Context: an optimization exercise on an open-source flow, tuned for a short achievable clock period and few clock cycles per item. The choices shown serve that exercise and are no tape-out recipe. In this exercise RTL edits were held to simulation tests only and were not proved equivalent to the original. Power is estimated from default activity; no workload was simulated.

Setup of oak:
// tx_core
module tx_core (
	input wire logic clock,
	input wire logic arst_n_i,
	input wire logic reg_wr_en_i,
	input tx_pkg::reg_addr_t reg_addr_i,
	input tx_pkg::word_t reg_wr_data_i,
	output tx_pkg::word_t reg_rd_data_o,
	output logic mem_rd_en_o,
	output tx_pkg::addr_t mem_addr_o,
	input tx_pkg::word_t mem_rd_data_i,
	input wire logic meta_rd_en_i,
	output tx_pkg::len_t meta_data_o,
	output logic meta_empty_o,
	input wire logic data_rd_en_i,
	output tx_pkg::word_t data_o,
	output logic data_empty_o,
	input wire logic csum_rd_en_i,
	output tx_pkg::csum_t csum_o,
	output logic csum_empty_o,
	output logic channel_irq_o
);
	logic enable;
	logic disable_now;
	logic desc_push;
	tx_pkg::desc_t desc_in;
	logic desc_pop;
	tx_pkg::desc_t desc_head;
	logic desc_empty;
	logic desc_full;
	logic meta_push;
	tx_pkg::len_t meta_len;
	logic word_valid;
	tx_pkg::word_t word;
	logic sof;
	logic eof;
	logic csum_push;
	tx_pkg::csum_t csum_val;
	logic frame_done;
	logic meta_pop;
	logic data_pop;
	logic csum_pop;
	assign frame_done = csum_push;
  ...
Size in the first run: about 33000 µm² of cells after synthesis.
==> flow/config.mk <==
export PLATFORM = sky130hd
export DESIGN_NAME = tx_core
export DESIGN_NICKNAME = tx_core
export VERILOG_FILES = /design/flow/design.v
export SDC_FILE = /design/flow/constraint.sdc
export NUM_CORES = 4
export LEC_CHECK = 0
export CAP_MARGIN = 20
export CORE_MARGIN = 2
export CORE_UTILIZATION = 60
export SETUP_SLACK_MARGIN = 5
export SLEW_MARGIN = 20
export SYNTH_HIERARCHICAL = 1
export SYNTH_MINIMUM_KEEP_SIZE = 0
export TNS_END_PERCENT = 100
==> flow/constraint.sdc <==
create_clock -name core_clock -period 9.0 [get_ports {clock}]
set_input_delay 1.8000 -clock core_clock [delete_from_list [all_inputs] [get_ports {clock}]]
set_output_delay 1.8000 -clock core_clock [all_outputs]
set_load 0.01 [all_outputs]
standard.sh (not shown) runs the stock make flow with config.mk's settings and CLKGATE_MAP_FILE= SYNTH_SCRIPT=/design/flow/synth_recipe.tcl, a recipe that flattens the netlist after the stock synthesis.
==> flow/flow/run.sh <==
#!/bin/bash
# The standard layout, with the register read port's pins placed as one group
set -uo pipefail
here=$(pwd)
bash standard.sh PRE_IO_PLACEMENT_TCL="$here/flow/pre_io.tcl" SETUP_MOVE_SEQUENCE=unbuffer,sizeup,swap,clone > "$here/standard.log" 2>&1
status=$?
tail -5 "$here/standard.log"
exit $status
==> flow/flow/pre_io.tcl <==
# Keep the register read port together: the address pins in the middle
# of the read data pins, so the read mux sits in one small area
set_io_pin_constraint -group -order -pin_names {reg_rd_data_o[0] reg_rd_data_o[1] reg_rd_data_o[2] reg_rd_data_o[3] reg_rd_data_o[4] reg_rd_data_o[5] reg_rd_data_o[6] reg_rd_data_o[7] reg_rd_data_o[8] reg_rd_data_o[9] reg_rd_data_o[10] reg_rd_data_o[11] reg_rd_data_o[12] reg_rd_data_o[13] reg_rd_data_o[14] reg_rd_data_o[15] reg_addr_i[0] reg_addr_i[1] reg_addr_i[2] reg_addr_i[3] reg_rd_data_o[16] reg_rd_data_o[17] reg_rd_data_o[18] reg_rd_data_o[19] reg_rd_data_o[20] reg_rd_data_o[21] reg_rd_data_o[22] reg_rd_data_o[23] reg_rd_data_o[24] reg_rd_data_o[25] reg_rd_data_o[26] reg_rd_data_o[27] reg_rd_data_o[28] reg_rd_data_o[29] reg_rd_data_o[30] reg_rd_data_o[31]}
Testbench counts of oak, summed over its fixed seeds: cycles 12,358, frames 1,200.
Setup changes, oak to pine
- CAP_MARGIN now 0, was 20
- SLEW_MARGIN now 0, was 20
==> flow/flow/run.sh <==
#!/bin/bash
# The standard layout, with the register read port's pins placed as one group
set -uo pipefail
here=$(pwd)
bash standard.sh PRE_IO_PLACEMENT_TCL="$here/flow/pre_io.tcl" SETUP_MOVE_SEQUENCE=unbuffer,sizeup,swap > "$here/standard.log" 2>&1
status=$?
tail -5 "$here/standard.log"
exit $status
==> summary.txt <==
On multi-input logic portion of the cell area, the lower figure sits with oak, not pine.
Where overall power is concerned, oak is outperformed by pine.
Compared with oak, pine shows share of total power in the clock network lower by 0.5 points.
## Diff of input files: birch against pine
==> flow/flow/run.sh <==
#!/bin/bash
# The standard layout, with the register read port's pins placed as one group
set -uo pipefail
here=$(pwd)
bash standard.sh PRE_IO_PLACEMENT_TCL="$here/flow/pre_io.tcl" SETUP_MOVE_SEQUENCE=unbuffer,sizeup,swap,clone > "$here/standard.log" 2>&1
status=$?
tail -5 "$here/standard.log"
exit $status
[summary]
When birch is set beside pine, its number of antenna violations at the first check in global routing turns out to be 1 larger. birch vs. pine: final design instance area without fill went up by 460 µm². Taking pine as the reference point, the average wire per cell in the routed design of birch rises by 0.63 µm. The run showing the smaller number of gates on the worst path with buffers counted is birch. birch: via count normalized by instance count is 1.2% higher than what pine reported. Comparing pine and birch, sequential share of cell area is lower on birch. Taking pine as the reference, in birch total clock buffers created by CTS was more or less identical, count of placed standard cells in the final layout, fillers left out now larger, post-route minimum period decreased by 0.042 ns relative to the old numbers. In the reports for pine and birch, the smaller via count belongs to pine.
What maple does differently from birch at the input level:
- a change of CAP_MARGIN from 0 to 20
- a change of SLEW_MARGIN from 0 to 20
==> flow/flow/run.sh <==
#!/bin/bash
# The standard layout, with the register read port's pins placed as one group
set -uo pipefail
here=$(pwd)
bash standard.sh PRE_IO_PLACEMENT_TCL="$here/flow/pre_io.tcl" SETUP_MOVE_SEQUENCE=unbuffer,sizeup,swap > "$here/standard.log" 2>&1
status=$?
tail -5 "$here/standard.log"
exit $status
Results
Part of the cycle the worst path needs: maple vs birch up 0.51 points
birch -> maple: number of well-tap cells placed delta 0, exact match
From birch to maple the numbers moved as follows: worst setup slack decreased 0.046 ns, CTS H-tree depth stayed essentially flat.
In the metrics for birch and maple, the one carrying the higher average routed wire per standard cell is birch.
When maple is measured against birch, its clock skew turns out 0.0031 ns higher.
On clock insertion delay at the later pin of the skew report, birch and maple are neck and neck.

-- separate check: timing with driven ports --
In the flow no input, the clock included, has a driving cell. The finished layouts below were timed again as built, in two steps.
Step 1 assumes that a clkbuf_16 drives the clock port and a buf_2 every other input.
Step 2, shift: input delay + t, output delay - t, t = (earliest + latest rising clock arrival at the registers) / 2. This alone moves slack from input paths to output paths.
Slacks: ideal ports / drivers / drivers and shift; pairs: ideal ports / drivers.
| run | t (ns) | setup slack, ns | cell pins on the clock port's net |
|---|---|---|---|
| oak | 0.662 | 4.618 / 4.393 / 4.393 | 1 |
| pine | 0.668 | 4.577 / 4.489 / 4.489 | 1 |
| birch | 0.675 | 4.619 / 4.407 / 4.407 | 1 |
| maple | 0.663 | 4.573 / 4.483 / 4.483 | 1 |
After both steps every run listed still meets setup and hold. For oak, which loses most, drivers alone change the setup slack by -0.225 ns; drivers and shift together by -0.225 ns.
